Source: an optimization exercise on an open RTL-to-GDS flow (aim: small area and few clock cycles). Production flows keep margins and buffers that such runs may drop.
The RTL was checked by simulation tests, not by an equivalence proof against the original design. The clock port is modelled as an ideal driver; clocking choices that lean on that would not hold on a real chip.

<file path="design.v">
`timescale 1ns / 1ps
package mrr_pkg;
  localparam int unsigned MAX_N         = 32;
  localparam int unsigned ELEMENT_WIDTH = 64;
  localparam int unsigned CFG_W     = 6;
  localparam int unsigned APB_AW    = 3;
  localparam int unsigned APB_DW    = 32;
  localparam int unsigned REG_IDX_W = APB_AW - 2;
  localparam logic [REG_IDX_W-1:0] REG_MATRIX_SIZE = '0;
  localparam logic [CFG_W-1:0]     RESET_SIZE      = CFG_W'(4);
  localparam int unsigned POS_W     = $clog2(MAX_N);
  localparam int unsigned WIN_DEPTH = MAX_N;
  localparam int unsigned SLOT_W    = $clog2(WIN_DEPTH);
endpackage
`timescale 1ns / 1ps
module mrr_ram #(
  parameter  int unsigned DEPTH = 32,
  parameter  int unsigned WIDTH = 64,
  localparam int unsigned AW    = $clog2(DEPTH)
) (
  input  logic             clk_i,
  input  logic             we_i,
  input  logic [AW-1:0]    waddr_i,
  input  logic [WIDTH-1:0] wdata_i,
  input  logic [AW-1:0]    raddr_i,
  output logic [WIDTH-1:0] rdata_o
);
  logic [WIDTH-1:0] mem [DEPTH];
  always_ff @(posedge clk_i) begin
    if (we_i) begin
      mem[waddr_i] <= wdata_i;
    end
  end
  always_comb begin
    rdata_o = '0;
    for (int unsigned i = 0; i < DEPTH; i++) begin
      rdata_o = rdata_o | (mem[i] & {WIDTH{raddr_i == AW'(i)}});
    end
  end
endmodule
`timescale 1ns / 1ps
import mrr_pkg::*;
module matrix_ring_rotate_by_one (
  input  logic                            clk_i,
  input  logic                            rst_ni,
  input  logic                            in_valid_i,
  output logic                            in_ready_o,
  input  logic signed [ELEMENT_WIDTH-1:0] element_i,
  output logic                            out_valid_o,
  input  logic                            out_ready_i,
  output logic signed [ELEMENT_WIDTH-1:0] rotated_element_o,
  output logic                            run_last_o,
  output logic                            frame_last_o,
  input  logic                            psel,
  input  logic                            penable,
  input  logic                            pwrite,
  input  logic [APB_AW-1:0]               paddr,
  input  logic [APB_DW-1:0]               pwdata,
  output logic [APB_DW-1:0]               prdata,
  output logic                            pready
);
  localparam int unsigned PW = mrr_pkg::POS_W;
  localparam int unsigned EW = mrr_pkg::ELEMENT_WIDTH;
  logic [CFG_W-1:0] cfg_size_q;
  logic             cfg_sel;
  logic             cfg_we;
  assign pready  = 1'b1;
  assign cfg_sel = (paddr[APB_AW-1:2] == REG_MATRIX_SIZE);
  assign cfg_we  = psel && penable && pwrite && cfg_sel;
  always_ff @(posedge clk_i or negedge rst_ni) begin
    if (!rst_ni) begin
      cfg_size_q <= RESET_SIZE;
    end else if (cfg_we) begin
      cfg_size_q <= pwdata[CFG_W-1:0];
    end
  end
  always_comb begin
    prdata = '0;
    if (cfg_sel) begin
      prdata[CFG_W-1:0] = cfg_size_q;
    end
  end
  logic [PW-1:0] nm1;
  always_comb begin
    if (cfg_size_q == '0) begin
      nm1 = '0;
    end else if (cfg_size_q > CFG_W'(MAX_N)) begin
      nm1 = PW'(MAX_N - 1);
    end else begin
      nm1 = PW'(cfg_size_q - CFG_W'(1));
    end
  end
  logic [PW-1:0] in_row_q, in_col_q;
  logic [PW-1:0] fo_q;
  logic          flush_q;
  logic          par_q;
  logic          n_odd;
  logic          in_last;
  logic          in_acc;
  logic          o_valid_q;
  logic          can_load;
  logic          issue;
  assign n_odd    = !nm1[0];
  assign in_last  = (in_row_q == nm1) && (in_col_q == nm1);
  assign can_load = !o_valid_q || out_ready_i;
  always_comb begin
    if (flush_q) begin
      in_ready_o = (in_col_q < fo_q) || ((in_col_q == fo_q) && can_load);
    end else begin
      in_ready_o = (in_row_q == '0) || can_load;
    end
  end
  assign in_acc = in_valid_i && in_ready_o;
  assign issue  = flush_q ? can_load : (in_acc && (in_row_q != '0));
  always_ff @(posedge clk_i or negedge rst_ni) begin
    if (!rst_ni) begin
      in_row_q <= '0;
      in_col_q <= '0;
      fo_q     <= '0;
      flush_q  <= 1'b0;
      par_q    <= 1'b0;
    end else if (cfg_we) begin
      in_row_q <= '0;
      in_col_q <= '0;
      fo_q     <= '0;
      flush_q  <= 1'b0;
      par_q    <= 1'b0;
    end else begin
      if (in_acc) begin
        if (in_col_q == nm1) begin
          in_col_q <= '0;
          in_row_q <= in_last ? '0 : in_row_q + PW'(1);
        end else begin
          in_col_q <= in_col_q + PW'(1);
        end
      end
      if (flush_q && issue) begin
        fo_q <= (fo_q == nm1) ? '0 : fo_q + PW'(1);
      end
      if (in_acc && in_last) begin
        flush_q <= 1'b1;
        par_q   <= par_q ^ n_odd;
      end else if (flush_q && issue && (fo_q == nm1)) begin
        flush_q <= 1'b0;
      end
    end
  end
  function automatic logic [SLOT_W-1:0] swap_slot(input logic [SLOT_W-1:0] s);
    if (s == '0) begin
      swap_slot = '0;
    end else if (s[0]) begin
      swap_slot = s + SLOT_W'(1);
    end else begin
      swap_slot = s - SLOT_W'(1);
    end
  endfunction
  logic [PW-1:0]     q_row, q_col;
  logic [PW:0]       q_sum;
  logic              q_par;
  logic [SLOT_W-1:0] s_base;
  logic              s_fwd;
  logic              s_in;
  logic [SLOT_W-1:0] s_slot;
  logic [SLOT_W-1:0] w_slot;
  logic              w_en;
  assign q_row = flush_q ? nm1 : (in_row_q - PW'(1));
  assign q_col = flush_q ? fo_q : in_col_q;
  assign q_sum = (PW + 1)'(q_row) + (PW + 1)'(q_col);
  assign q_par = par_q ^ (flush_q && n_odd);
  always_comb begin
    s_base = '0;
    s_fwd  = 1'b1;
    s_in   = 1'b0;
    if ((q_row == q_col) && ({q_row, 1'b0} == (PW + 1)'(nm1))) begin
      s_base = '0;
    end else if ((q_row < q_col) && (q_sum <= (PW + 1)'(nm1))) begin
      s_base = SLOT_W'(q_col - q_row - PW'(1));
    end else if ((q_row <= q_col) && (q_sum > (PW + 1)'(nm1))) begin
      s_base = SLOT_W'({q_col, 1'b0} - (PW + 1)'(nm1) - (PW + 1)'(!(q_sum[0] ^ nm1[0])));
    end else if ((q_row > q_col) && (q_sum >= (PW + 1)'(nm1))) begin
      s_base = SLOT_W'(q_sum - (PW + 1)'(nm1));
      s_fwd  = 1'b0;
    end else begin
      s_in   = 1'b1;
    end
    s_slot = (n_odd && (s_fwd == q_par)) ? swap_slot(s_base) : s_base;
  end
  always_comb begin
    if (in_row_q == '0) begin
      w_slot = (n_odd && par_q) ? swap_slot(SLOT_W'(in_col_q)) : SLOT_W'(in_col_q);
      w_en   = in_acc;
    end else begin
      w_slot = s_slot;
      w_en   = in_acc && !s_in;
    end
  end
  logic [EW-1:0] rd_data;
  logic [EW-1:0] res;
  mrr_ram #(
    .DEPTH (WIN_DEPTH),
    .WIDTH (EW)
  ) u_window (
    .clk_i   (clk_i),
    .we_i    (w_en),
    .waddr_i (w_slot),
    .wdata_i (element_i),
    .raddr_i (s_slot),
    .rdata_o (rd_data)
  );
  assign res = s_in ? element_i : rd_data;
  logic [EW-1:0] o_data_q;
  logic          o_run_last_q;
  logic          o_frame_last_q;
  always_ff @(posedge clk_i or negedge rst_ni) begin
    if (!rst_ni) begin
      o_valid_q <= 1'b0;
    end else if (issue) begin
      o_valid_q <= 1'b1;
    end else if (out_ready_i) begin
      o_valid_q <= 1'b0;
    end
  end
  always_ff @(posedge clk_i) begin
    if (issue) begin
      o_data_q       <= res;
      o_run_last_q   <= flush_q ? (fo_q == nm1) : !in_last;
      o_frame_last_q <= flush_q && (fo_q == nm1);
    end
  end
  assign out_valid_o       = o_valid_q;
  assign rotated_element_o = o_data_q;
  assign run_last_o        = o_run_last_q;
  assign frame_last_o      = o_frame_last_q;
endmodule
</file>
<file path="run.sh">
#!/bin/bash
# synth_recipe.tcl (not shown) runs the flow's synth.tcl, then flattens the netlist and writes it again
# the make line also repeats each setting of config.mk as NAME=value (left out here)
make -C /OpenROAD-flow-scripts/flow DESIGN_CONFIG=/design/flow/config.mk WORK_HOME=/design/flow/orfs CLKGATE_MAP_FILE= SYNTH_SCRIPT=/design/flow/synth_recipe.tcl finish
</file>
<file path="config.mk">
export PLATFORM = sky130hd
export DESIGN_NAME = matrix_ring_rotate_by_one
export DESIGN_NICKNAME = matrix_ring_rotate_by_one
export VERILOG_FILES = /design/flow/design.v
export SDC_FILE = /design/flow/constraint.sdc
export NUM_CORES = 4
export LEC_CHECK = 0
export CAP_MARGIN = 20
export CORE_MARGIN = 2
export CORE_UTILIZATION = 35
export SLEW_MARGIN = 20
</file>
<file path="constraint.sdc">
create_clock -name core_clock -period 14.0 [get_ports {clk_i}]
set_input_delay 2.8000 -clock core_clock [delete_from_list [all_inputs] [get_ports {clk_i}]]
set_output_delay 2.8000 -clock core_clock [all_outputs]
set_load 0.01 [all_outputs]
</file>
==> results of run 1 <==
path summary, 6_finish.rpt:
check	endpoint	slack [ns]	cells past startpoint
max in group asynchronous	cfg_size_q[2]	11.34	2
setup reg to reg	u_window.mem[4][26]	3.32	32
hold / removal	cfg_size_q[2]	0.54	2
min in group asynchronous	cfg_size_q[4]	2.36	2
setup / recovery	u_window.mem[4][26]	3.32	32
hold reg to reg	cfg_size_q[2]	0.54	2
synth_stat cells, drive strengths merged, types with 24 or more instances:
master  instances  area, sq um
edfxtp       2114        63480
a22oi         493         3706
nand2         221        829.6
a221oi        175         1551
buf           161        870.8
a22o          153         1340
clkbuf        136        510.5
nor2          131        511.7
nand4         118        738.2
a21oi          98        505.5
nand3          77        400.4
o21ai          67        335.3
inv            47        176.4
a222oi         45        450.4
nor3           40        231.5
ha             38        475.5
o22ai          32        200.2
and3           31        193.9
o22a           30        262.8
xnor2          27        236.5
mux2i          25        254.0
nor4           24        171.4
logic make-up after synthesis:
family	synth area share, %
simple gates	4.613
mux	0.4254
flops	79.23
buf+inv	1.937
other cells	0.009285
compound gates	12.62
xor+xnor	0.4548
fa+ha+maj	0.7131
through the flow:
step                worst slack [ns]  hold WS [ns]
detailed placement             3.511        0.5398
global route                   2.747        0.5858
floorplan                      3.880        0.5014
finish                         3.315        0.5433
global placement               3.613        0.5267
CTS                            3.447        0.5496
sequential cells by signal, indices dropped and copies added, names as in the netlist, 5 cells and up:
| signal | cells |
|---|---|
| u_window.mem | 2048 |
| in_row_q | 5 |
| in_col_q | 5 |
| fo_q | 5 |
| cfg_size_q | 6 |
| o_data_q | 64 |
final cells by class:
type / instances / area [sq um] / area share (%)
timing repair buffer: 309 / 2790 / 2.990
inverter: 48 / 185.2 / 0.1984
sequential: 2138 / 64080 / 68.67
multi-input combinational: 2180 / 15890 / 17.03
tap: 3026 / 3786 / 4.057
clock inverter: 121 / 1281 / 1.373
clock buffer: 255 / 5296 / 5.675
antenna: 4 / 10.01 / 0.01073
routing by layer:
metal / routed length [microns] / part of all wire, % / global-route usage [%]
met1: 106600 / 38 / 31.20
met5: 124 / 0.045 / 0
met3: 33380 / 12 / 5.210
met4: 10490 / 3.8 / 8.284
met2: 127000 / 46 / 35.78
worst max-delay path: cells and delay by family, from the launching register on:
kind / cells / cell delay (ns)
AO/OA/AOI/OAI: 7 / 2.43
XOR/XNOR: 1 / 0.18
flip-flops: 1 / 0.42
buffers and inverters: 5 / 1.77
AND/OR/NAND/NOR: 14 / 3.41
adder cells (fa/ha/maj): 5 / 2.03
==> flow_summary.json, run 1 <==
{
  "maxCapViolations": 0,
  "first_pass_iters": 8,
  "hold_start": "cfg_size_q[2]",
  "vias": 49890,
  "path_clk_slew_ns": 0.06,
  "grt.total_usage_pct": 22.86,
  "die-area_sq_um": 235000,
  "worstPathMaxFanout": 35,
  "drtAntennaViolNets": 0,
  "die_h_microns": 484.7,
  "clockRootBuffer": "clkbuf_16",
  "final_cell_mix": "edfxtp_1 (2,114), a22oi_1 (492), nand2_1 (219)",
  "cts-resized-gates": 0,
  "clock_skew_ns": 0.06816,
  "slew_viol_final": 0,
  "drive_gt1_share_pct": 11.48,
  "final_area_sq_um": 93320,
  "synth_seq_cells": 2138,
  "post_cts.repair.setup_buffers": 0,
  "layout.cells.non_filler": 8081,
  "fp.dieW_microns": 484.7,
  "hpwl_mm": 142.6,
  "post-place-cells": 7700,
  "placed_area_sq_um": 86860,
  "critical_path_arrival_ns": 11.14,
  "synthesis.area_sq_um": 80890,
  "place.gp.congestion": 0.8526,
  "antenna_found_initial": 19,
  "clock_latency_ns": 0.88,
  "cts_buffer_depth": 3,
  "reg2reg_from": "cfg_size_q[0]",
  "fmax_mhz": 93.59,
  "io_buffers": 151,
  "totalWireLength_mm": 277.7,
  "avgSynthCellArea_sq_um": 17.44,
  "crit_path_end_kind": "register",
  "syn_inst": 4638,
  "final_common_cell": "edfxtp_1",
  "fillers": 20580,
  "utilization_pct": 40.59,
  "yosysWarningCount": 2,
  "max_slew_margin_pct": 20.79,
  "grt_pass1_wl_mm": 378.1,
  "tritoncts": "done",
  "crit_slowest_cell": "buf_4",
  "startpoint": "cfg_size_q[0]",
  "cpMostUsedCell": "ha_1",
  "rsz0062_at_grt": "false",
  "cts_htree_levels": 4,
  "ys.flop_type": "edfxtp_1",
  "yosysSeqAreaShare_pct": 79.23,
  "core_area_sq_um": 229900,
  "tightestPinTransition_ns": 1.185,
  "finalCriticalPeriod_ns": 10.68,
  "drtIter0Drc": 8240,
  "wl_per_cell_microns": 34.36,
  "holdBufCountCts": 0,
  "crit_type": "register to register",
  "layout.nets": 5029,
  "numCtsBuffers": 204,
  "clock_sinks": 2138,
  "area_delta_synth_final_pct": 15.38,
  "timing.final.crit_share_pct": 76.32,
  "vias_per_cell": 6.173,
  "hold_path.class": "register to register",
  "io_pins": 207,
  "ys_types": 104,
  "route.detailed.drc": 0,
  "grt_max_degree": 88,
  "gr-total-overflow": 0,
  "outcome": "timing/DRC/antenna clean",
  "startpoint_type": "register",
  "max_stage_delay_ns": 0.81,
  "crit_required_ns": 14.46,
  "finalHoldViolCount": 0,
  "grt_pass1_vias": 46960,
  "setup_tns_ns": 0,
  "setup_viol": 0,
  "floorplan.initialDensity_pct": 35.18,
  "synth-edff-count": 2114,
  "core.rowCount": 176,
  "async_flop_share_pct": 1.123
}
Testbench counts, summed over its fixed seeds: cycles 53,270.
==> inputs of run 2 (changes only) <==
--- a/config.mk
+++ b/config.mk
@@ -7,5 +7,6 @@
 export LEC_CHECK = 0
 export CAP_MARGIN = 20
 export CORE_MARGIN = 2
-export CORE_UTILIZATION = 35
+export CORE_UTILIZATION = 60
+export CTS_BUF_LIST = sky130_fd_sc_hd__clkbuf_8
 export SLEW_MARGIN = 20
==> flow_summary.json, run 2 <==
{
  "reg2regPathDepth": 31,
  "place.gp.congestion": 0.8846,
  "synth_area_leaders": "edfxtp_1 (78%), a22oi_1 (4.6%), a221oi_1 (1.9%), a22o_1 (1.7%), nand2_1 (1.0%)",
  "core.rowCount": 134,
  "grt.total_usage_pct": 38.80,
  "first_pass_iters": 6,
  "route.detailed.drc": 0,
  "yosysSeqAreaShare_pct": 79.23,
  "final_cell_mix": "edfxtp_1 (2,114), a22oi_1 (492), clkbuf_8 (355)",
  "drive_gt1_share_pct": 12.91,
  "largest_reg_flops": 2048,
  "async_flop_share_pct": 1.123,
  "ys.flop_type": "edfxtp_1",
  "syn_inst": 4638,
  "cts_buffer_depth": 4,
  "clock_skew_ns": 0.07918,
  "worstPathMaxFanout": 35,
  "setup_tns_ns": 0,
  "finalHoldViolCount": 0,
  "rsz0062_at_grt": "false",
  "setup_viol": 0,
  "vias_per_cell": 7.203,
  "post-place-cells": 6428,
  "ff_latch_area_sq_um": 64080,
  "synthesis.area_sq_um": 80890,
  "cts_htree_levels": 5,
  "max_stage_delay_ns": 0.76,
  "fillers": 9066,
  "top_register": "u_window.mem",
  "reg_top3": "u_window.mem: 2048 flops, o_data_q: 64 flops, cfg_size_q: 6 flops",
  "yosysWarningCount": 2,
  "cts-resized-gates": 0,
  "timing.final.crit_share_pct": 76.07,
  "yosysMostFrequentCell": "edfxtp_1",
  "avgSynthCellArea_sq_um": 17.44,
  "antenna_found_initial": 11,
  "totalWireLength_mm": 267.5,
  "clockRootBuffer": "clkbuf_8",
  "synth_seq_cells": 2138,
  "die-area_sq_um": 137800,
  "numCtsBuffers": 347,
  "holdBufCountCts": 0,
  "layout.cells.non_filler": 7014,
  "area_delta_synth_final_pct": 12.37,
  "post_cts.repair.setup_buffers": 0,
  "crit_required_ns": 14.82,
  "die_h_microns": 371.2,
  "grt_pass1_vias": 47680,
  "tightestPinTransition_ns": 1.225,
  "clock_latency_ns": 1.06,
  "fp.dieW_microns": 371.2,
  "hold_path.class": "register to register",
  "crit_type": "register to register",
  "path_clk_slew_ns": 0.06,
  "maxCapViolations": 0,
  "slew_viol_final": 0,
  "wl_per_cell_microns": 38.14,
  "startpoint_type": "register",
  "hpwl_mm": 134.8,
  "final_common_cell": "edfxtp_1",
  "io_pins": 207,
  "clock_sinks": 2138,
  "tritoncts": "done",
  "fmax_mhz": 93.90,
  "yosysTopAreaCell": "edfxtp_1",
  "drtAntennaViolNets": 0,
  "min_delay_path_depth": 2,
  "grt_pass1_wl_mm": 366.2,
  "max_slew_margin_pct": 18.32,
  "grt_max_degree": 58,
  "synth_common_cells": "edfxtp_1 (2,114), a22oi_1 (492), nand2_1 (221), a221oi_1 (172), a22o_1 (153)",
  "outcome": "timing/DRC/antenna clean",
  "finalCriticalPeriod_ns": 10.65,
  "gr-total-overflow": 0,
  "crit_slowest_cell": "buf_4",
  "crit_path_end_kind": "register",
  "drtIter0Drc": 8598,
  "core_area_sq_um": 133600,
  "cpMostUsedCell": "ha_1",
  "floorplan.initialDensity_pct": 60.53,
  "synth-edff-count": 2114,
  "multiInputGateArea_sq_um": 15890,
  "critical_path_arrival_ns": 11.47,
  "ys_types": 104,
  "layout.nets": 5160,
  "synth_top_area_share_pct": 78.48,
  "io_buffers": 151,
  "vias": 50520
}
## run 2: cell counts after synthesis
Identical to the previous run, type by type.
## run 2: cell families after synthesis
family,count (synthesis),share of synthesized area (%)
adder cells (fa/ha/maj),44,0.7131
AO/OA/AOI/OAI,1303,12.62
other,2,0.009285
XOR/XNOR,42,0.4548
multiplexers,33,0.4254
flip-flops,2138,79.23
AND/OR/NAND/NOR,731,4.613
buffers and inverters,345,1.937
## run 2: stage by stage
stage	util [%]	worst slack (ns)	hold slack (ns)	area, sq um
detailed placement	63.74	3.574	0.5296	85180
global placement	63.71	3.610	0.5178	85130
finish	68.02	3.351	0.5336	90890
CTS	68.07	3.503	0.5388	90960
global route	68.01	2.760	0.5627	90870
floorplan	-	3.880	0.5014	80980
## run 2: worst paths after layout
| path | from | end | slack [ns] |
|---|---|---|---|
| worst max-delay path | cfg_size_q[0] | o_data_q[6] | 3.35 |
| worst min-delay path | cfg_size_q[2] | cfg_size_q[2] | 0.53 |
| worst max register to register | cfg_size_q[0] | o_data_q[6] | 3.35 |
| worst min register to register | cfg_size_q[2] | cfg_size_q[2] | 0.53 |
| max in group asynchronous | rst_ni | fo_q[0] | 11.79 |
| min in group asynchronous | rst_ni | cfg_size_q[1] | 1.78 |
## run 2: final cells by class
class / count / share of cell area [%]
flip-flops and latches: 2138 / 70.50
clock inverters: 219 / 0.9884
repair buffers: 297 / 2.990
inverters: 48 / 0.2037
well taps: 1768 / 2.434
multi-input cells: 2180 / 17.48
diodes: 9 / 0.02478
clock buffers: 355 / 5.376
## run 2: worst max-delay path: cells and delay by family (launching register included)
| family | cells | cell delay [ns] |
|---|---|---|
| xor gates and xnor gates | 2 | 0.44 |
| adders and majority gates | 5 | 1.98 |
| buffers and inverters | 5 | 2.14 |
| AOI/OAI and AO/OA | 8 | 2.22 |
| DFF | 1 | 0.42 |
| and+or+nand+nor | 11 | 3.11 |
## run 2: layer usage
layer	up-vias	track usage, %	wire, microns
met5	-	0	11
met4	2	15.24	10790
met3	652	10.76	37200
met2	3998	57.73	120100
met1	25750	55.06	99390
li1	20110	-	-
==> inputs of run 3 (changes only) <==
--- a/config.mk
+++ b/config.mk
@@ -8,5 +8,6 @@
 export CAP_MARGIN = 20
 export CORE_MARGIN = 2
 export CORE_UTILIZATION = 60
-export CTS_BUF_LIST = sky130_fd_sc_hd__clkbuf_8
+export CTS_CLUSTER_DIAMETER = 60
+export CTS_CLUSTER_SIZE = 30
 export SLEW_MARGIN = 20
==> flow_summary.json, run 3 <==
{
  "final_cell_mix": "edfxtp_1 (2,114), a22oi_1 (492), nand2_1 (219)",
  "cts_buffer_depth": 3,
  "fmax_mhz": 94.59,
  "ys_types": 104,
  "hold_path.class": "register to register",
  "synth_seq_cells": 2138,
  "post_cts.repair.setup_buffers": 0,
  "yosysSeqAreaShare_pct": 79.23,
  "crit_required_ns": 14.41,
  "syn_inst": 4638,
  "crit_type": "register to register",
  "yosysMostFrequentCell": "edfxtp_1",
  "grt_pass1_vias": 45880,
  "route.detailed.drc": 0,
  "place.gp.congestion": 0.8846,
  "clock_latency_ns": 0.82,
  "post-place-cells": 6428,
  "antenna_found_initial": 13,
  "core_area_sq_um": 133600,
  "yosysWarningCount": 2,
  "io_pins": 207,
  "totalWireLength_mm": 264.0,
  "path_delay_family": "simple AND/OR/NAND/NOR gates",
  "tritoncts": "done",
  "cts_htree_levels": 4,
  "critical_path_arrival_ns": 10.99,
  "clockRootBuffer": "clkbuf_16",
  "path_clk_slew_ns": 0.08,
  "startpoint_type": "register",
  "avgSynthCellArea_sq_um": 17.44,
  "reg_top3": "u_window.mem: 2048 flops, o_data_q: 64 flops, cfg_size_q: 6 flops",
  "die_h_microns": 371.2,
  "crit_slowest_cell": "buf_4",
  "clock_skew_ns": 0.05921,
  "path_buf_inv": 4,
  "first_pass_iters": 8,
  "async_flop_share_pct": 1.123,
  "final_common_cell": "edfxtp_1",
  "hpwl_mm": 134.8,
  "fp.dieW_microns": 371.2,
  "holdBufCountCts": 0,
  "synth-edff-count": 2114,
  "area_delta_synth_final_pct": 11.24,
  "max_stage_delay_ns": 0.97,
  "slew_viol_final": 0,
  "ys.flop_type": "edfxtp_1",
  "floorplan.initialDensity_pct": 60.53,
  "yosysTopAreaCell": "edfxtp_1",
  "synthesis.area_sq_um": 80890,
  "timing.final.crit_share_pct": 75.51,
  "synth_common_cells": "edfxtp_1 (2,114), a22oi_1 (492), nand2_1 (221), a221oi_1 (172), a22o_1 (153)",
  "finalHoldViolCount": 0,
  "wl_per_cell_microns": 39.45,
  "gr-total-overflow": 0,
  "synth_top_area_share_pct": 78.48,
  "worstPathMaxFanout": 45,
  "outcome": "timing/DRC/antenna clean",
  "drtIter0Drc": 9082,
  "layout.nets": 4950,
  "clock_sinks": 2138,
  "rsz0062_at_grt": "false",
  "grt_max_degree": 58,
  "drive_gt1_share_pct": 10.80,
  "tightestPinTransition_ns": 1.227,
  "io_buffers": 151,
  "max_slew_margin_pct": 17.90,
  "core.rowCount": 134,
  "top_register": "u_window.mem",
  "synth_area_leaders": "edfxtp_1 (78%), a22oi_1 (4.6%), a221oi_1 (1.9%), a22o_1 (1.7%), nand2_1 (1.0%)",
  "cts-resized-gates": 0,
  "finalCriticalPeriod_ns": 10.57,
  "setup_tns_ns": 0,
  "vias": 49400,
  "largest_reg_flops": 2048,
  "setup_viol": 0,
  "drtAntennaViolNets": 0,
  "die-area_sq_um": 137800,
  "maxCapViolations": 0,
  "fillers": 9009,
  "vias_per_cell": 7.383,
  "grt_pass1_wl_mm": 361.4,
  "layout.cells.non_filler": 6692,
  "grt.total_usage_pct": 38.34,
  "numCtsBuffers": 138,
  "crit_path_end_kind": "register"
}
==> run 3: cell counts after synthesis <==
No cell type changed its count.
==> run 3: kinds of logic (layout without fill, tap and decap cells) <==
family	after synthesis	in the layout	synth area share [%]
flip-flops	2138	2138	79.23
AO/OA/AOI/OAI	1303	1303	12.62
AND/OR/NAND/NOR	731	731	4.613
buffers and inverters	345	597	1.937
adder cells (fa/ha/maj)	44	44	0.7131
XOR/XNOR	42	42	0.4548
multiplexers	33	33	0.4254
other	2	36	0.009285
==> run 3: final cells by class <==
cell class              instances  area (sq um)  share of cell area (%)
repair buffers                296          2683                   2.982
clock inverters                94          1140                   1.267
multi-input cells            2180         15880                   17.65
inverters                      48         185.2                  0.2058
well taps                    1768          2212                   2.459
flip-flops and latches       2138         64080                   71.22
clock buffers                 159          3766                   4.186
diodes                          9         22.52                 0.02503
==> run 3: worst register-to-register path, delay by kind of cell (launching register included) <==
family          cells  cell delay, ns
xor+xnor            1            0.18
flops               1            0.42
compound gates      6            2.18
buf+inv             4            1.29
fa+ha+maj           5            1.97
simple gates       14            4.15
==> run 3: worst paths after layout <==
check | startpoint | endpoint | slack [ns] | cells after the start
worst min register to register | cfg_size_q[2] | cfg_size_q[2] | 0.53 | 2
worst min-delay path | cfg_size_q[2] | cfg_size_q[2] | 0.53 | 2
worst max register to register | cfg_size_q[0] | u_window.mem[0][11] | 3.43 | 30
worst max-delay path | cfg_size_q[0] | u_window.mem[0][11] | 3.43 | 30
min in group asynchronous | rst_ni | cfg_size_q[4] | 2.04 | 1
max in group asynchronous | rst_ni | in_col_q[0] | 11.56 | 1
==> run 3: per-layer routing <==
layer  wire [microns]  track usage [%]  vias up
met5               76                0        -
met4            11020            15.15       12
met3            34850            9.042      582
met2           118800            57.28     3739
met1            99260            55.29    25440
li1                 -                -    19630
==> run 3: through the flow <==
stage	setup WS [ns]	utilization, %	cell area, sq um	hold WS, ns
global placement	3.610	63.71	85130	0.5178
global route	2.829	67.32	89960	0.5625
CTS	3.585	67.41	90080	0.5385
floorplan	3.880	-	80980	0.5014
finish	3.428	67.33	89970	0.5336
detailed placement	3.574	63.74	85180	0.5296
==> inputs of run 4 (changes only) <==
==> flow/run.sh (new file) <==
#!/bin/bash
# Layout flow: the standard flow (standard.sh) with three changes:
#  - ABC maps for area (flow/abc.script: no delay-driven buffering or upsizing),
#  - ports are buffered with the smallest buffer,
#  - the clock tree is built without dummy loads.
# Every step's full output goes to orfs/logs as usual; make's own output to flow_make.log.
set -euo pipefail
WORK=$(pwd)
rm -rf "$WORK/scripts"
cp -r "$FLOW_HOME/scripts" "$WORK/scripts"
cp "$WORK/flow/abc.script" "$WORK/scripts/abc_speed.script"
sed -i 's/^  -sink_clustering_enable \\$/  -sink_clustering_enable -dont_use_dummy_load \\/' "$WORK/scripts/cts.tcl"
grep -q -- '-dont_use_dummy_load' "$WORK/scripts/cts.tcl"
export SCRIPTS_DIR="$WORK/scripts"
export BUFFER_PORTS_ARGS="-buffer_cell sky130_fd_sc_hd__buf_1"
bash "$WORK/standard.sh" "$@" > "$WORK/flow_make.log" 2>&1
==> flow/abc.script (new file) <==
strash
&get -n
&fraig -x
&put
scorr
dc2
strash
&get -n
&dch -f
&nf -R 1000
&put
topo
stime -c
==> standard.sh (new file) <==
#!/bin/bash
# synth_recipe.tcl (not shown) runs the flow's synth.tcl, then flattens the netlist and writes it again
# the make line also repeats each setting of config.mk as NAME=value (left out here)
make -C /OpenROAD-flow-scripts/flow DESIGN_CONFIG=/design/flow/config.mk WORK_HOME=/design/flow/orfs CLKGATE_MAP_FILE= SYNTH_SCRIPT=/design/flow/synth_recipe.tcl "${@:-finish}"
removed: run.sh
==> flow_summary.json, run 4 <==
{
  "core.rowCount": 131,
  "synthesis.area_sq_um": 76550,
  "cts-resized-gates": 0,
  "fp.dieW_microns": 361.2,
  "synth-edff-count": 2114,
  "synth_area_leaders": "edfxtp_1 (83%), a222oi_1 (6.1%), a22oi_1 (1.4%), nand4_1 (1.2%), a221oi_1 (1.2%)",
  "crit_slowest_cell": "nor2_4",
  "hpwl_mm": 116.5,
  "crit_required_ns": 14.48,
  "drive_gt1_share_pct": 9.102,
  "gr-total-overflow": 0,
  "place.gp.congestion": 0.8243,
  "fmax_mhz": 94.95,
  "vias_per_cell": 7.794,
  "crit_path_end_kind": "register",
  "grt_max_degree": 65,
  "timing.final.crit_share_pct": 75.23,
  "wl_per_cell_microns": 42.60,
  "clock_latency_ns": 0.80,
  "ys_types": 55,
  "path_delay_family": "compound AO/OA/AOI/OAI gates",
  "maxCapViolations": 0,
  "yosysWarningCount": 2,
  "post-place-cells": 5787,
  "fillers": 8234,
  "numCtsBuffers": 137,
  "totalWireLength_mm": 252.6,
  "final_common_cell": "edfxtp_1",
  "die-area_sq_um": 130500,
  "critical_path_arrival_ns": 11.01,
  "clock_sinks": 2138,
  "synth_common_cells": "edfxtp_1 (2,114), a222oi_1 (465), nor2_1 (183), nand2_1 (152), nand4_1 (147)",
  "clock_skew_ns": 0.08112,
  "clockRootBuffer": "clkbuf_16",
  "final_cell_mix": "edfxtp_1 (2,114), a222oi_1 (465), nand2_1 (152)",
  "floorplan.initialDensity_pct": 60.26,
  "tightestPinTransition_ns": 1.194,
  "crit_type": "register to register",
  "rsz0062_at_grt": "false",
  "max_slew_margin_pct": 20.22,
  "synth_top_area_share_pct": 82.93,
  "yosysMostFrequentCell": "edfxtp_1",
  "async_flop_share_pct": 1.123,
  "max_stage_delay_ns": 0.89,
  "ys.flop_type": "edfxtp_1",
  "setup_viol": 0,
  "synth_seq_cells": 2138,
  "cpMostUsedCell": "a21oi_1",
  "cts_htree_levels": 4,
  "area_delta_synth_final_pct": 10.29,
  "layout.nets": 4413,
  "core_area_sq_um": 127000,
  "first_pass_iters": 9,
  "worstPathMaxFanout": 24,
  "antenna_found_initial": 7,
  "top_register": "u_window.mem",
  "io_buffers": 151,
  "post_cts.repair.setup_buffers": 0,
  "route.detailed.drc": 0,
  "outcome": "timing/DRC/antenna clean",
  "vias": 46210,
  "tritoncts": "done",
  "grt_pass1_vias": 43590,
  "grt.total_usage_pct": 38.49,
  "slew_viol_final": 0,
  "drtAntennaViolNets": 0,
  "yosysSeqAreaShare_pct": 83.72,
  "largest_reg_flops": 2048,
  "multiInputGateArea_sq_um": 12720,
  "ff_latch_area_sq_um": 64080,
  "hold_path.class": "register to register",
  "path_clk_slew_ns": 0.06,
  "reg_top3": "u_window.mem: 2048 flops, o_data_q: 64 flops, cfg_size_q: 6 flops",
  "holdBufCountCts": 0,
  "die_h_microns": 361.2,
  "syn_inst": 3855,
  "finalHoldViolCount": 0,
  "drtIter0Drc": 10590,
  "finalCriticalPeriod_ns": 10.53,
  "grt_pass1_wl_mm": 343.4,
  "layout.cells.non_filler": 5929,
  "cts_buffer_depth": 3,
  "yosysTopAreaCell": "edfxtp_1",
  "io_pins": 207,
  "path_buf_inv": 6,
  "startpoint_type": "register",
  "avgSynthCellArea_sq_um": 19.86,
  "setup_tns_ns": 0
}
[run 4: changes by cell type in the layout (fill, tap and decap cells not counted), sizes merged, moves of 33 or more]
cell / previous run / this run
a22oi: 493 / 138
a221oi: 175 / 101
nand3: 77 / 44
nand2: 221 / 152
clkdlybuf4s50: 117 / 0
buf: 179 / 215
o21ai: 67 / 25
a22o: 153 / 44
clkbuf: 159 / 195
a222oi: 45 / 465
nor2: 131 / 183
inv: 76 / 0
[run 4: worst reg2reg max path: cells and delay by family (launching register included)]
kind | cells | cell delay, ns
AO/OA/AOI/OAI | 11 | 3.32
buffers and inverters | 6 | 1.61
AND/OR/NAND/NOR | 14 | 3.29
XOR/XNOR | 2 | 0.43
adder cells (fa/ha/maj) | 4 | 1.19
flip-flops | 1 | 0.40
[run 4: area by class of cell]
class / count / area share (%)
Sequential cell: 2138 / 75.91
Multi-Input combinational cell: 1670 / 15.06
Clock buffer: 137 / 4.061
Tap cell: 1662 / 2.463
Timing Repair Buffer: 273 / 2.296
Inverter: 45 / 0.2001
Antenna cell: 4 / 0.01186
[run 4: kinds of logic after synthesis]
| logic type | after synthesis | share of synthesized area [%] |
|---|---|---|
| muxes | 1 | 0.01308 |
| and+or+nand+nor | 628 | 3.949 |
| buffers and inverters | 72 | 0.4854 |
| other | 2 | 0.009811 |
| xor gates and xnor gates | 44 | 0.5034 |
| DFF | 2138 | 83.72 |
| AOI/OAI and AO/OA | 928 | 10.60 |
| adders and majority gates | 42 | 0.7257 |
[run 4: routing by layer]
layer	share of wire, %	track usage, %	vias up
met3	15	7.943	627
met2	46	60.21	4302
met5	0.013	0	-
li1	-	-	17760
met4	3.9	14.28	6
met1	35	54.41	23520
[run 4: path summary, 6_finish.rpt]
check / start / endpoint / slack (ns) / cells past startpoint
worst min-delay path: cfg_size_q[2] / cfg_size_q[2] / 0.51 / 2
max in group asynchronous: rst_ni / cfg_size_q[2] / 11.67 / 2
min in group asynchronous: rst_ni / in_row_q[3] / 2.02 / 2
worst max-delay path: cfg_size_q[0] / o_data_q[2] / 3.47 / 37
worst min register to register: cfg_size_q[2] / cfg_size_q[2] / 0.51 / 2
worst max register to register: cfg_size_q[0] / o_data_q[2] / 3.47 / 37
[run 4: through the flow]
step	cell area (sq um)	utilization [%]	hold slack (ns)	setup slack (ns)
after global routing	84420	66.46	0.5391	2.964
after global placement	80840	63.64	0.4950	3.295
after detailed placement	80900	63.68	0.5023	3.522
after floorplan	76640	-	0.4701	4.215
after CTS	84320	66.38	0.5086	3.477
final	84420	66.46	0.5070	3.468
==> inputs of run 5 (changes only) <==
--- a/config.mk
+++ b/config.mk
@@ -8,6 +8,6 @@
 export CAP_MARGIN = 20
 export CORE_MARGIN = 2
 export CORE_UTILIZATION = 60
-export CTS_CLUSTER_DIAMETER = 60
-export CTS_CLUSTER_SIZE = 30
+export CTS_CLUSTER_DIAMETER = 120
+export CTS_CLUSTER_SIZE = 28
 export SLEW_MARGIN = 20
==> flow_summary.json, run 5 <==
{
  "grt_max_degree": 65,
  "crit_required_ns": 14.39,
  "gr-total-overflow": 0,
  "die-area_sq_um": 130500,
  "rsz0062_at_grt": "false",
  "ff_latch_area_sq_um": 64080,
  "final_common_cell": "edfxtp_1",
  "totalWireLength_mm": 251.9,
  "finalCriticalPeriod_ns": 10.55,
  "reg2reg_from": "cfg_size_q[0]",
  "numCtsBuffers": 86,
  "ys_types": 55,
  "outcome": "timing/DRC/antenna clean",
  "setup_slack_ns": 3.447,
  "grt_pass1_vias": 43320,
  "vias": 45910,
  "r2r-end": "o_data_q[2]",
  "async_flop_share_pct": 1.123,
  "final_cell_mix": "edfxtp_1 (2,114), a222oi_1 (465), nand2_1 (152)",
  "synthesis.area_sq_um": 76550,
  "critical_path_arrival_ns": 10.94,
  "startpoint_type": "register",
  "grt_pass1_wl_mm": 342.2,
  "crit_slowest_cell": "nor2_4",
  "clockRootBuffer": "clkbuf_16",
  "die_h_microns": 361.2,
  "ys.flop_type": "edfxtp_1",
  "antenna_found_initial": 7,
  "fp.dieW_microns": 361.2,
  "place.gp.congestion": 0.8243,
  "yosysWarningCount": 2,
  "synth_area_leaders": "edfxtp_1 (83%), a222oi_1 (6.1%), a22oi_1 (1.4%), nand4_1 (1.2%), a221oi_1 (1.2%)",
  "timing.final.crit_share_pct": 75.38,
  "area_delta_synth_final_pct": 8.619,
  "io_buffers": 151,
  "min_to": "cfg_size_q[2]",
  "drtIter0Drc": 10490,
  "drtAntennaViolNets": 0,
  "fillers": 8378,
  "crit_path_end_kind": "register",
  "yosysMostFrequentCell": "edfxtp_1",
  "first_pass_iters": 8,
  "hpwl_mm": 116.5,
  "path_clk_slew_ns": 0.10,
  "yosysSeqAreaShare_pct": 83.72,
  "synth_common_cells": "edfxtp_1 (2,114), a222oi_1 (465), nor2_1 (183), nand2_1 (152), nand4_1 (147)",
  "maxCapViolations": 0,
  "clock_sinks": 2138,
  "max_stage_delay_ns": 0.88,
  "synth-edff-count": 2114,
  "setup_tns_ns": 0,
  "cts_buffer_depth": 3,
  "clock_skew_ns": 0.09076,
  "grt.total_usage_pct": 38.20,
  "hold_start": "cfg_size_q[2]",
  "reg_top3": "u_window.mem: 2048 flops, o_data_q: 64 flops, cfg_size_q: 6 flops",
  "slew_viol_final": 0,
  "crit_type": "register to register",
  "vias_per_cell": 7.811,
  "synth_seq_cells": 2138,
  "avgSynthCellArea_sq_um": 19.86,
  "wl_per_cell_microns": 42.87,
  "cts-resized-gates": 0,
  "core.rowCount": 131,
  "layout.nets": 4361,
  "max_slew_margin_pct": 19.11,
  "min_delay_path_depth": 2,
  "route.detailed.drc": 0,
  "multiInputGateArea_sq_um": 12730,
  "holdBufCountCts": 0,
  "drive_gt1_share_pct": 7.979,
  "hold_path.class": "register to register",
  "floorplan.initialDensity_pct": 60.26,
  "reg2regPathDepth": 37,
  "yosysTopAreaCell": "edfxtp_1",
  "largest_reg_flops": 2048,
  "dpl_worst_slack_ns": 3.522,
  "clock_latency_ns": 0.73,
  "top_register": "u_window.mem",
  "syn_inst": 3855,
  "post_cts.repair.setup_buffers": 0,
  "finalHoldViolCount": 0,
  "worstPathMaxFanout": 24,
  "core_area_sq_um": 127000,
  "cts_htree_levels": 3,
  "fmax_mhz": 94.76,
  "tightestPinTransition_ns": 1.211,
  "synth_top_area_share_pct": 82.93,
  "r2r_slack_ns": 3.45,
  "setup_viol": 0,
  "io_pins": 207,
  "cpMostUsedCell": "a21oi_1",
  "tritoncts": "done"
}
[run 5: cell counts after synthesis]
Identical to the previous run, type by type.
[run 5: how the worst max path moves through the flow]
stage                  start             endpoint  depth (start not counted)
2_1_floorplan  cfg_size_q[0]  u_window.mem[20][0]                         34
3_3_place_gp   cfg_size_q[0]         o_data_q[16]                         36
3_5_place_dp   cfg_size_q[0]         o_data_q[16]                         37
4_1_cts        cfg_size_q[0]          o_data_q[2]                         36
5_1_grt        cfg_size_q[0]         o_data_q[16]                         38
6_report       cfg_size_q[0]          o_data_q[2]                         37
[run 5: kinds of logic after synthesis]
group	Yosys count	synth area share, %
DFF	2138	83.72
AOI/OAI and AO/OA	928	10.60
and+or+nand+nor	628	3.949
buffers and inverters	72	0.4854
xor gates and xnor gates	44	0.5034
adders and majority gates	42	0.7257
other	2	0.009811
muxes	1	0.01308
[run 5: routing by layer]
layer	GRT usage [%]	up-vias	share of wire, %
met2	59.76	4145	46
met4	14.18	8	4.1
li1	-	17640	-
met1	54.07	23510	35
met3	7.770	608	14
met5	0	-	0.018
[run 5: worst max-delay path: cells and delay by family (launching register included)]
kind / cells / cell delay, ns
adder cells (fa/ha/maj): 4 / 1.20
AND/OR/NAND/NOR: 14 / 3.28
AO/OA/AOI/OAI: 11 / 3.33
buffers and inverters: 6 / 1.58
flip-flops: 1 / 0.41
XOR/XNOR: 2 / 0.43
[run 5: final cells by class]
cell class / instances / share of cell area, %
Timing Repair Buffer: 272 / 2.317
Tap cell: 1662 / 2.501
Multi-Input combinational cell: 1670 / 15.31
Sequential cell: 2138 / 77.07
Clock buffer: 86 / 2.588
Antenna cell: 4 / 0.01204
Inverter: 45 / 0.2032
[run 5: per-stage QoR]
step | std cells | hold slack [ns] | utilization, % | instance area, sq um
3_5_place_dp | 5787 | 0.5023 | 63.68 | 80900
3_3_place_gp | 5784 | 0.4950 | 63.64 | 80840
4_1_cts | 5873 | 0.5117 | 65.38 | 83050
6_report | 5877 | 0.5101 | 65.45 | 83150
5_1_grt | 5876 | 0.5431 | 65.45 | 83140
2_1_floorplan | 3880 | 0.4701 | - | 76640
==> inputs of run 6 (changes only) <==
--- a/design.v
+++ b/design.v
@@ -20,21 +20,20 @@
 ) (
   input  logic             clk_i,
   input  logic             we_i,
-  input  logic [AW-1:0]    waddr_i,
+  input  logic [AW-1:0]    addr_i,
   input  logic [WIDTH-1:0] wdata_i,
-  input  logic [AW-1:0]    raddr_i,
   output logic [WIDTH-1:0] rdata_o
 );
   logic [WIDTH-1:0] mem [DEPTH];
   always_ff @(posedge clk_i) begin
     if (we_i) begin
-      mem[waddr_i] <= wdata_i;
+      mem[addr_i] <= wdata_i;
     end
   end
   always_comb begin
     rdata_o = '0;
     for (int unsigned i = 0; i < DEPTH; i++) begin
-      rdata_o = rdata_o | (mem[i] & {WIDTH{raddr_i == AW'(i)}});
+      rdata_o = rdata_o | (mem[i] & {WIDTH{addr_i == AW'(i)}});
     end
   end
 endmodule
@@ -105,7 +104,7 @@
   assign can_load = !o_valid_q || out_ready_i;
   always_comb begin
     if (flush_q) begin
-      in_ready_o = (in_col_q < fo_q) || ((in_col_q == fo_q) && can_load);
+      in_ready_o = (in_col_q == fo_q) && can_load;
     end else begin
       in_ready_o = (in_row_q == '0) || can_load;
     end
@@ -155,8 +154,9 @@
     end
   endfunction
   logic [PW-1:0]     q_row, q_col;
-  logic [PW:0]       q_sum;
   logic              q_par;
+  logic signed [PW+1:0] q_dif;
+  logic signed [PW+1:0] q_sum;
   logic [SLOT_W-1:0] s_base;
   logic              s_fwd;
   logic              s_in;
@@ -165,20 +165,21 @@
   logic              w_en;
   assign q_row = flush_q ? nm1 : (in_row_q - PW'(1));
   assign q_col = flush_q ? fo_q : in_col_q;
-  assign q_sum = (PW + 1)'(q_row) + (PW + 1)'(q_col);
+  assign q_dif = $signed({2'b00, q_col}) - $signed({2'b00, q_row});
+  assign q_sum = $signed({2'b00, q_row}) + $signed({2'b00, q_col}) - $signed({2'b00, nm1});
   assign q_par = par_q ^ (flush_q && n_odd);
   always_comb begin
     s_base = '0;
     s_fwd  = 1'b1;
     s_in   = 1'b0;
-    if ((q_row == q_col) && ({q_row, 1'b0} == (PW + 1)'(nm1))) begin
+    if ((q_dif == '0) && (q_sum == '0) && (q_row == q_col)) begin
       s_base = '0;
-    end else if ((q_row < q_col) && (q_sum <= (PW + 1)'(nm1))) begin
-      s_base = SLOT_W'(q_col - q_row - PW'(1));
-    end else if ((q_row <= q_col) && (q_sum > (PW + 1)'(nm1))) begin
-      s_base = SLOT_W'({q_col, 1'b0} - (PW + 1)'(nm1) - (PW + 1)'(!(q_sum[0] ^ nm1[0])));
-    end else if ((q_row > q_col) && (q_sum >= (PW + 1)'(nm1))) begin
-      s_base = SLOT_W'(q_sum - (PW + 1)'(nm1));
+    end else if ((q_dif > 0) && (q_sum <= 0)) begin
+      s_base = SLOT_W'(q_dif - 1);
+    end else if ((q_dif >= 0) && (q_sum > 0)) begin
+      s_base = SLOT_W'(q_dif + q_sum - (PW + 2)'(!q_sum[0]));
+    end else if ((q_dif < 0) && (q_sum >= 0)) begin
+      s_base = SLOT_W'(q_sum);
       s_fwd  = 1'b0;
     end else begin
       s_in   = 1'b1;
@@ -186,12 +187,12 @@
     s_slot = (n_odd && (s_fwd == q_par)) ? swap_slot(s_base) : s_base;
   end
   always_comb begin
-    if (in_row_q == '0) begin
+    if ((in_row_q == '0) && !flush_q) begin
       w_slot = (n_odd && par_q) ? swap_slot(SLOT_W'(in_col_q)) : SLOT_W'(in_col_q);
       w_en   = in_acc;
     end else begin
       w_slot = s_slot;
-      w_en   = in_acc && !s_in;
+      w_en   = in_acc && (flush_q || !s_in);
     end
   end
   logic [EW-1:0] rd_data;
@@ -202,9 +203,8 @@
   ) u_window (
     .clk_i   (clk_i),
     .we_i    (w_en),
-    .waddr_i (w_slot),
+    .addr_i  (w_slot),
     .wdata_i (element_i),
-    .raddr_i (s_slot),
     .rdata_o (rd_data)
   );
   assign res = s_in ? element_i : rd_data;
==> flow_summary.json, run 6 <==
{
  "rsz0062_at_grt": "false",
  "ys.flop_type": "edfxtp_1",
  "route.detailed.drc": 0,
  "synth_area_leaders": "edfxtp_1 (83%), a222oi_1 (6.3%), a22oi_1 (1.4%), nand4_1 (1.2%), a221oi_1 (0.99%)",
  "grt_max_degree": 57,
  "cts_buffer_depth": 3,
  "dpl_worst_slack_ns": 3.891,
  "path_delay_family": "compound AO/OA/AOI/OAI gates",
  "core_area_sq_um": 125900,
  "totalWireLength_mm": 247.2,
  "worstPathMaxFanout": 29,
  "vias_per_cell": 7.775,
  "final_cell_mix": "edfxtp_1 (2,114), a222oi_1 (484), buf_4 (163)",
  "place.gp.congestion": 0.8281,
  "hold_path.class": "register to register",
  "max_slew_margin_pct": 19.37,
  "cts-resized-gates": 0,
  "synth_top_area_share_pct": 83.18,
  "finalHoldViolCount": 0,
  "drive_gt1_share_pct": 8.955,
  "synthesis.area_sq_um": 76320,
  "startpoint": "cfg_size_q[0]",
  "hpwl_mm": 118.8,
  "clockRootBuffer": "clkbuf_16",
  "io_pins": 207,
  "tritoncts": "done",
  "largest_reg_flops": 2048,
  "path_clk_slew_ns": 0.11,
  "gr-total-overflow": 0,
  "floorplan.initialDensity_pct": 60.62,
  "synth_common_cells": "edfxtp_1 (2,114), a222oi_1 (484), nand4_1 (149), a22oi_1 (139), nand2_1 (138)",
  "crit_type": "register to register",
  "clock_skew_ns": 0.05302,
  "outcome": "timing/DRC/antenna clean",
  "slew_viol_final": 0,
  "wl_per_cell_microns": 42.23,
  "fmax_mhz": 95.01,
  "crit_path_end_kind": "register",
  "area_delta_synth_final_pct": 8.489,
  "yosysWarningCount": 2,
  "numCtsBuffers": 86,
  "drtAntennaViolNets": 0,
  "yosysTopAreaCell": "edfxtp_1",
  "drtIter0Drc": 11190,
  "first_pass_iters": 10,
  "post-place-cells": 5763,
  "clock_sinks": 2138,
  "holdBufCountCts": 0,
  "hold_start": "cfg_size_q[2]",
  "setup_slack_ns": 3.475,
  "startpoint_type": "register",
  "layout.nets": 4344,
  "clock_latency_ns": 0.72,
  "crit_slowest_cell": "nor2_4",
  "path_buf_inv": 6,
  "fillers": 8396,
  "setup_tns_ns": 0,
  "grt_pass1_vias": 42740,
  "avgSynthCellArea_sq_um": 20.10,
  "tightestPinTransition_ns": 1.210,
  "async_flop_share_pct": 1.123,
  "antenna_found_initial": 11,
  "vias": 45510,
  "die-area_sq_um": 130100,
  "ys_types": 53,
  "finalCriticalPeriod_ns": 10.53,
  "final_common_cell": "edfxtp_1",
  "cpMostUsedCell": "clkinv_1",
  "reg2reg_from": "cfg_size_q[0]",
  "max_stage_delay_ns": 0.84,
  "cts_htree_levels": 3,
  "yosysMostFrequentCell": "edfxtp_1",
  "core.rowCount": 130,
  "syn_inst": 3797,
  "critical_path_arrival_ns": 10.95,
  "crit_required_ns": 14.42,
  "top_register": "u_window.mem",
  "grt_pass1_wl_mm": 335.7,
  "die_h_microns": 360.7,
  "layout.cells.non_filler": 5853,
  "setup_viol": 0,
  "synth-edff-count": 2114,
  "yosysSeqAreaShare_pct": 83.96,
  "reg_top3": "u_window.mem: 2048 flops, o_data_q: 64 flops, cfg_size_q: 6 flops",
  "io_buffers": 151,
  "post_cts.repair.setup_buffers": 0,
  "fp.dieW_microns": 360.7,
  "maxCapViolations": 0,
  "grt.total_usage_pct": 37.42,
  "timing.final.crit_share_pct": 75.18,
  "synth_seq_cells": 2138
}
-- run 6: changes by cell type after synthesis, moves of 10 or more --
cell / previous run / this run
nor3_1: 47 / 88
nor2_1: 183 / 119
a222oi_1: 465 / 484
nand2_1: 152 / 138
a221oi_1: 101 / 86
a22o_1: 44 / 34
-- run 6: kinds of logic after synthesis --
logic type                 count (synthesis)  share of synthesized area [%]
buffers and inverters                     70                         0.4770
AOI/OAI and AO/OA                        907                          10.43
DFF                                     2138                          83.96
xor gates and xnor gates                  50                         0.5738
and+or+nand+nor                          590                          3.825
other                                      2                       0.009840
muxes                                      3                        0.04262
adders and majority gates                 37                         0.6754
-- run 6: cell type report --
| cell class | count | area [sq um] | area share, % |
|---|---|---|---|
| repair buffers | 318 | 1929 | 2.330 |
| diodes | 4 | 10.01 | 0.01209 |
| multi-input cells | 1614 | 12400 | 14.98 |
| well taps | 1650 | 2064 | 2.493 |
| inverters | 43 | 161.4 | 0.1949 |
| flip-flops and latches | 2138 | 64080 | 77.39 |
| clock buffers | 86 | 2152 | 2.599 |
-- run 6: stage by stage --
stage	utilization [%]	hold WS, ns	instance area (sq um)
floorplan	-	0.4616	76420
global placement	63.98	0.4817	80550
detailed placement	64.00	0.4906	80570
CTS	65.71	0.5070	82720
global route	65.77	0.5377	82800
finish	65.77	0.5039	82800
-- run 6: worst paths after layout --
check | to | slack (ns) | cells past startpoint
max in group asynchronous | cfg_size_q[2] | 11.63 | 2
worst min-delay path | cfg_size_q[2] | 0.50 | 2
worst max register to register | o_data_q[17] | 3.47 | 34
worst min register to register | cfg_size_q[2] | 0.50 | 2
min in group asynchronous | o_valid_q | 2.08 | 2
worst max-delay path | o_data_q[17] | 3.47 | 34
-- run 6: routing by layer --
metal  GRT usage, %  wire length (microns)
met1          54.00                  86530
met2          58.38                 114200
met3          7.785                  37960
met4          11.46                   8328
met5              0                    212
-- run 6: tightest hold or removal path: stages (launching register included) --
cell,delay (ns)
dfstp_2,0.41
nand2_1,0.06
nand2_1,0.05
Testbench counts of run 6, summed over its fixed seeds: cycles 53,270.
==> inputs of run 7 (changes only) <==
--- a/config.mk
+++ b/config.mk
@@ -7,7 +7,7 @@
 export LEC_CHECK = 0
 export CAP_MARGIN = 20
 export CORE_MARGIN = 2
-export CORE_UTILIZATION = 60
+export CORE_UTILIZATION = 70
 export CTS_CLUSTER_DIAMETER = 120
 export CTS_CLUSTER_SIZE = 28
 export SLEW_MARGIN = 20
==> flow_summary.json, run 7 <==
{
  "yosysTopAreaCell": "edfxtp_1",
  "synth_seq_cells": 2138,
  "yosysWarningCount": 2,
  "yosysSeqAreaShare_pct": 83.96,
  "fmax_mhz": 92.16,
  "hpwl_mm": 114.0,
  "holdWs_ns": 0.5209,
  "reg_top3": "u_window.mem: 2048 flops, o_data_q: 64 flops, cfg_size_q: 6 flops",
  "utilization_pct": 75.89,
  "startpoint_type": "register",
  "synth_top_area_share_pct": 83.18,
  "wl_per_cell_microns": 42.01,
  "finalCriticalPeriod_ns": 10.85,
  "route.detailed.drc": 0,
  "setup_slack_ns": 3.149,
  "io_buffers": 151,
  "ys_types": 53,
  "path_clk_slew_ns": 0.10,
  "tritoncts": "done",
  "synth_common_cells": "edfxtp_1 (2,114), a222oi_1 (484), nand4_1 (149), a22oi_1 (139), nand2_1 (138)",
  "slew_viol_final": 0,
  "holdBufCountCts": 0,
  "synth-edff-count": 2114,
  "vias_per_cell": 8.143,
  "grt.total_usage_pct": 42.06,
  "die_h_microns": 334.2,
  "layout.cells.non_filler": 5602,
  "cpMostUsedCell": "clkinv_1",
  "setup_viol": 0,
  "core.rowCount": 121,
  "async_flop_share_pct": 1.123,
  "placed_area_sq_um": 80120,
  "post_cts.repair.setup_buffers": 0,
  "antenna_found_initial": 12,
  "outcome": "timing/DRC/antenna clean",
  "cts-resized-gates": 0,
  "gr-total-overflow": 0,
  "grt_pass1_wl_mm": 322.9,
  "crit_required_ns": 14.60,
  "clockRootBuffer": "clkbuf_16",
  "clock_latency_ns": 0.73,
  "ys.flop_type": "edfxtp_1",
  "clock_sinks": 2138,
  "cts_htree_levels": 3,
  "max_slew_margin_pct": 17.96,
  "die-area_sq_um": 111700,
  "drtIter0Drc": 11430,
  "synth_area_leaders": "edfxtp_1 (83%), a222oi_1 (6.3%), a22oi_1 (1.4%), nand4_1 (1.2%), a221oi_1 (0.99%)",
  "final_common_cell": "edfxtp_1",
  "fillers": 5918,
  "final_cell_mix": "edfxtp_1 (2,114), a222oi_1 (484), nand4_1 (149)",
  "final_area_sq_um": 82380,
  "grt_max_degree": 58,
  "synthesis.area_sq_um": 76320,
  "r2r_slack_ns": 3.15,
  "maxCapViolations": 0,
  "drtAntennaViolNets": 0,
  "first_pass_iters": 10,
  "layout.nets": 4324,
  "post-place-cells": 5506,
  "yosysMostFrequentCell": "edfxtp_1",
  "crit_slowest_cell": "buf_4",
  "critical_path_arrival_ns": 11.45,
  "timing.final.crit_share_pct": 77.51,
  "cts_buffer_depth": 3,
  "largest_reg_flops": 2048,
  "totalWireLength_mm": 235.4,
  "core_area_sq_um": 108600,
  "place.gp.congestion": 0.8380,
  "dpl_worst_slack_ns": 3.402,
  "clock_skew_ns": 0.05663,
  "setup_tns_ns": 0,
  "worstPathMaxFanout": 47,
  "syn_inst": 3797,
  "hold_path.class": "register to register",
  "crit_path_end_kind": "register",
  "finalHoldViolCount": 0,
  "vias": 45620,
  "avgSynthCellArea_sq_um": 20.10,
  "io_pins": 207,
  "top_register": "u_window.mem",
  "area_delta_synth_final_pct": 7.943,
  "numCtsBuffers": 86,
  "crit_type": "register to register",
  "max_stage_delay_ns": 1.05,
  "floorplan.initialDensity_pct": 70.31,
  "rsz0062_at_grt": "false",
  "drive_gt1_share_pct": 8.758,
  "grt_pass1_vias": 42960,
  "fp.dieW_microns": 334.2,
  "tightestPinTransition_ns": 1.231
}
[run 7: cell counts after synthesis]
Identical to the previous run, type by type.
[run 7: final cells by class]
class / count / area, sq um / area share [%]
flip-flops and latches: 2138 / 64080 / 77.79
multi-input cells: 1614 / 12400 / 15.05
clock buffers: 86 / 2152 / 2.612
repair buffers: 298 / 1795 / 2.179
well taps: 1414 / 1769 / 2.148
inverters: 43 / 161.4 / 0.1959
diodes: 9 / 22.52 / 0.02734
[run 7: kinds of logic after synthesis]
kind of cell             Yosys count  synth area share (%)
multiplexers                       3               0.04262
XOR/XNOR                          50                0.5738
adder cells (fa/ha/maj)           37                0.6754
buffers and inverters             70                0.4770
AND/OR/NAND/NOR                  590                 3.825
AO/OA/AOI/OAI                    907                 10.43
flip-flops                      2138                 83.96
other                              2              0.009840
[run 7: path summary, 6_finish.rpt]
check                                endpoint           from  depth (start not counted)
worst max-delay path             o_data_q[51]  cfg_size_q[0]                         34
worst min-delay path            cfg_size_q[2]  cfg_size_q[2]                          2
worst max register to register   o_data_q[51]  cfg_size_q[0]                         34
worst min register to register  cfg_size_q[2]  cfg_size_q[2]                          2
max in group asynchronous       cfg_size_q[2]         rst_ni                          2
min in group asynchronous         in_col_q[0]         rst_ni                          2
[run 7: metal layers]
metal  share of wire [%]  routed length [microns]  vias to the layer above  GRT usage, %
li1                    -                        -                    17550             -
met1                  32                    74820                    22600         58.34
met2                  47                   109800                     4692         65.98
met3                  16                    38830                      768         9.707
met4                 5.0                    11810                       10         17.24
met5               0.055                      130                        -        0.4776
[run 7: worst max-delay path, delay by kind of cell (launching register included)]
family / cells / cell delay, ns
adders and majority gates: 5 / 2.09
AOI/OAI and AO/OA: 11 / 3.64
DFF: 1 / 0.38
xor gates and xnor gates: 3 / 0.40
buffers and inverters: 6 / 1.62
and+or+nand+nor: 9 / 2.59
==> inputs of run 8 (changes only) <==
==> flow/abc.script (replaced) <==
strash
&get -n
&fraig -x
&put
scorr
dc2
strash
&get -n
&dch -f
&nf -R 1000 -C 32
&put
topo
stime -c
--- a/config.mk
+++ b/config.mk
@@ -9,5 +9,5 @@
 export CORE_MARGIN = 2
 export CORE_UTILIZATION = 70
 export CTS_CLUSTER_DIAMETER = 120
-export CTS_CLUSTER_SIZE = 28
+export CTS_CLUSTER_SIZE = 30
 export SLEW_MARGIN = 20
==> flow_summary.json, run 8 <==
{
  "outcome": "timing/DRC/antenna clean",
  "rsz0062_at_grt": "false",
  "clock_sinks": 2138,
  "die_h_microns": 334.0,
  "r2r-end": "o_data_q[8]",
  "critical_path_arrival_ns": 10.76,
  "syn_inst": 3771,
  "floorplan.initialDensity_pct": 70.34,
  "min_to": "cfg_size_q[2]",
  "startpoint": "cfg_size_q[0]",
  "post-place-cells": 5487,
  "synth_area_leaders": "edfxtp_1 (83%), a222oi_1 (6.4%), a22oi_1 (1.4%), nand4_1 (1.3%), a221oi_1 (1.0%)",
  "synth_xor_area_share_pct": 0.5514,
  "largest_reg_flops": 2048,
  "first_pass_iters": 13,
  "core_area_sq_um": 108400,
  "crit_slowest_cell": "nor2_4",
  "dpl_worst_slack_ns": 4.149,
  "layout.cells.non_filler": 5573,
  "yosysSeqAreaShare_pct": 84.04,
  "grt.total_usage_pct": 43.33,
  "async_flop_share_pct": 1.123,
  "reg2reg_from": "cfg_size_q[0]",
  "top_usage_layer": "met2",
  "holdWs_ns": 0.5275,
  "route.detailed.drc": 0,
  "finalHoldViolCount": 0,
  "min_delay_path_depth": 2,
  "antenna_found_initial": 11,
  "max_stage_delay_ns": 0.70,
  "synthesis.area_sq_um": 76250,
  "yosysWarningCount": 2,
  "wl_per_cell_microns": 43.50,
  "die-area_sq_um": 111600,
  "synthMuxAreaShare_pct": 0.02790,
  "r2r_slack_ns": 3.74,
  "path_clk_slew_ns": 0.11,
  "tightestPinTransition_ns": 1.236,
  "fillers": 5998,
  "crit_type": "register to register",
  "top_register": "u_window.mem",
  "grt_max_degree": 66,
  "cpMostUsedCell": "clkinv_1",
  "io_buffers": 151,
  "synth-simple-area-share_pct": 3.525,
  "hold_start": "cfg_size_q[2]",
  "startpoint_type": "register",
  "path_delay_family": "simple AND/OR/NAND/NOR gates",
  "yosysMostFrequentCell": "edfxtp_1",
  "clockRootBuffer": "clkbuf_16",
  "finalCriticalPeriod_ns": 10.26,
  "hpwl_mm": 116.0,
  "avgSynthCellArea_sq_um": 20.22,
  "path_buf_inv": 8,
  "synth_compound_area_share_pct": 10.63,
  "grt_pass1_vias": 43690,
  "vias": 46180,
  "ys.flop_type": "edfxtp_1",
  "cts-resized-gates": 0,
  "synth-edff-count": 2114,
  "cts_buffer_depth": 3,
  "clock_skew_ns": 0.04496,
  "synth_top_area_share_pct": 83.26,
  "totalWireLength_mm": 242.5,
  "yosysTopAreaCell": "edfxtp_1",
  "synth_top_family_by_area": "compound AO/OA/AOI/OAI gates",
  "maxCapViolations": 0,
  "use_met3_pct": 9.515,
  "synth_seq_cells": 2138,
  "reg_top3": "u_window.mem: 2048 flops, o_data_q: 64 flops, cfg_size_q: 6 flops",
  "timing.final.crit_share_pct": 73.27,
  "worstPathMaxFanout": 25,
  "setup_slack_ns": 3.742,
  "final_common_cell": "edfxtp_1",
  "numCtsBuffers": 81,
  "drtIter0Drc": 11940,
  "setup_viol": 0,
  "cts_htree_levels": 3,
  "layout.nets": 4300,
  "ys_types": 58,
  "synth_fa_ha_area_share_pct": 0.6761,
  "vias_per_cell": 8.286,
  "fmax_mhz": 97.48,
  "synth_common_cells": "edfxtp_1 (2,114), a222oi_1 (485), nand4_1 (154), nand2_1 (148), a22oi_1 (140)",
  "io_pins": 207,
  "crit_path_end_kind": "register",
  "hold_path.class": "register to register",
  "met2_usage_pct": 67.25,
  "setup_tns_ns": 0,
  "fp.dieW_microns": 334.0,
  "place.gp.congestion": 0.8591,
  "clock_latency_ns": 0.71,
  "area_delta_synth_final_pct": 7.883,
  "drtAntennaViolNets": 0,
  "final_cell_mix": "edfxtp_1 (2,114), a222oi_1 (485), nand4_1 (154)",
  "reg2regPathDepth": 35,
  "use_met1_pct": 60.54,
  "tritoncts": "done"
}
run 8: changes by cell type after synthesis, moves of 6 or more:
cell      change
clkinv_1     +12
nand2_1      +10
nand3_1       -6
nor2_1       -24
nor2b_1       -6
nor3_1       -16
o22a_1       -13
o32a_1       +28
or3b_1        -6
run 8: metrics by stage:
step                cell area, sq um  util, %
floorplan                      76340        -
global placement               80070    73.87
detailed placement             80120    73.91
CTS                            82150    75.78
global route                   82250    75.88
finish                         82260    75.89
run 8: logic make-up after synthesis:
| group | count (synthesis) |
|---|---|
| AOI/OAI and AO/OA | 916 |
| xor gates and xnor gates | 48 |
| adders and majority gates | 37 |
| buffers and inverters | 82 |
| DFF | 2138 |
| muxes | 2 |
| other | 2 |
| and+or+nand+nor | 546 |
run 8: tightest hold or removal path, cell delays in order, from the launching register on:
cell     delay, ns
dfstp_2       0.42
nand2_1       0.06
nand2_1       0.05
run 8: area by class of cell:
| class | count | area, sq um | share of cell area [%] |
|---|---|---|---|
| Timing Repair Buffer | 305 | 1879 | 2.285 |
| Tap cell | 1414 | 1769 | 2.151 |
| Inverter | 55 | 206.4 | 0.2510 |
| Sequential cell | 2138 | 64080 | 77.90 |
| Antenna cell | 4 | 10.01 | 0.01217 |
| Clock buffer | 81 | 2027 | 2.464 |
| Multi-Input combinational cell | 1576 | 12280 | 14.93 |
run 8: layer usage:
layer	routed length [microns]	vias up
li1	-	17500
met1	76530	22920
met2	112000	4919
met3	41010	832
met4	12860	12
met5	79	-
run 8: how the worst max path moves through the flow:
stage	to	depth (start not counted)
2_1_floorplan	u_window.mem[0][0]	21
3_3_place_gp	o_data_q[26]	35
3_5_place_dp	o_data_q[8]	35
4_1_cts	o_data_q[8]	35
5_1_grt	o_data_q[8]	35
6_report	o_data_q[8]	35

==> separate check: timing with driven ports <==
How much do the figures lean on ideal ports? The routed layouts below were timed once more, with nothing changed but the port constraints.
Step 1, drivers: a clkbuf_16 drives clk_i and a buf_2 each remaining input, both assumed.
Step 2 adds t to the input delays and takes it off the output delays; t is the mean of the earliest and latest rising clock arrival at the registers after step 1. Input paths then give back, and output paths get back, about the clock's delay inside the block.
Three values: ideal, step 1, step 2; two values: the first two.
run | t, ns | slack for setup (ns) | worst setup path after step 2
run 1 | 0.935 | 3.315 / 3.315 / 3.315 | register to register
run 2 | 1.092 | 3.351 / 3.351 / 3.351 | register to register
run 3 | 0.865 | 3.428 / 3.428 / 3.428 | register to register
run 4 | 0.843 | 3.468 / 3.468 / 3.468 | register to register
run 5 | 0.772 | 3.447 / 3.447 / 3.447 | register to register
run 6 | 0.774 | 3.475 / 3.475 / 3.475 | register to register
run 7 | 0.775 | 3.149 / 3.149 / 3.149 | register to register
run 8 | 0.772 | 3.742 / 3.742 / 3.742 | register to register
After both steps setup and hold are still met in every run listed.
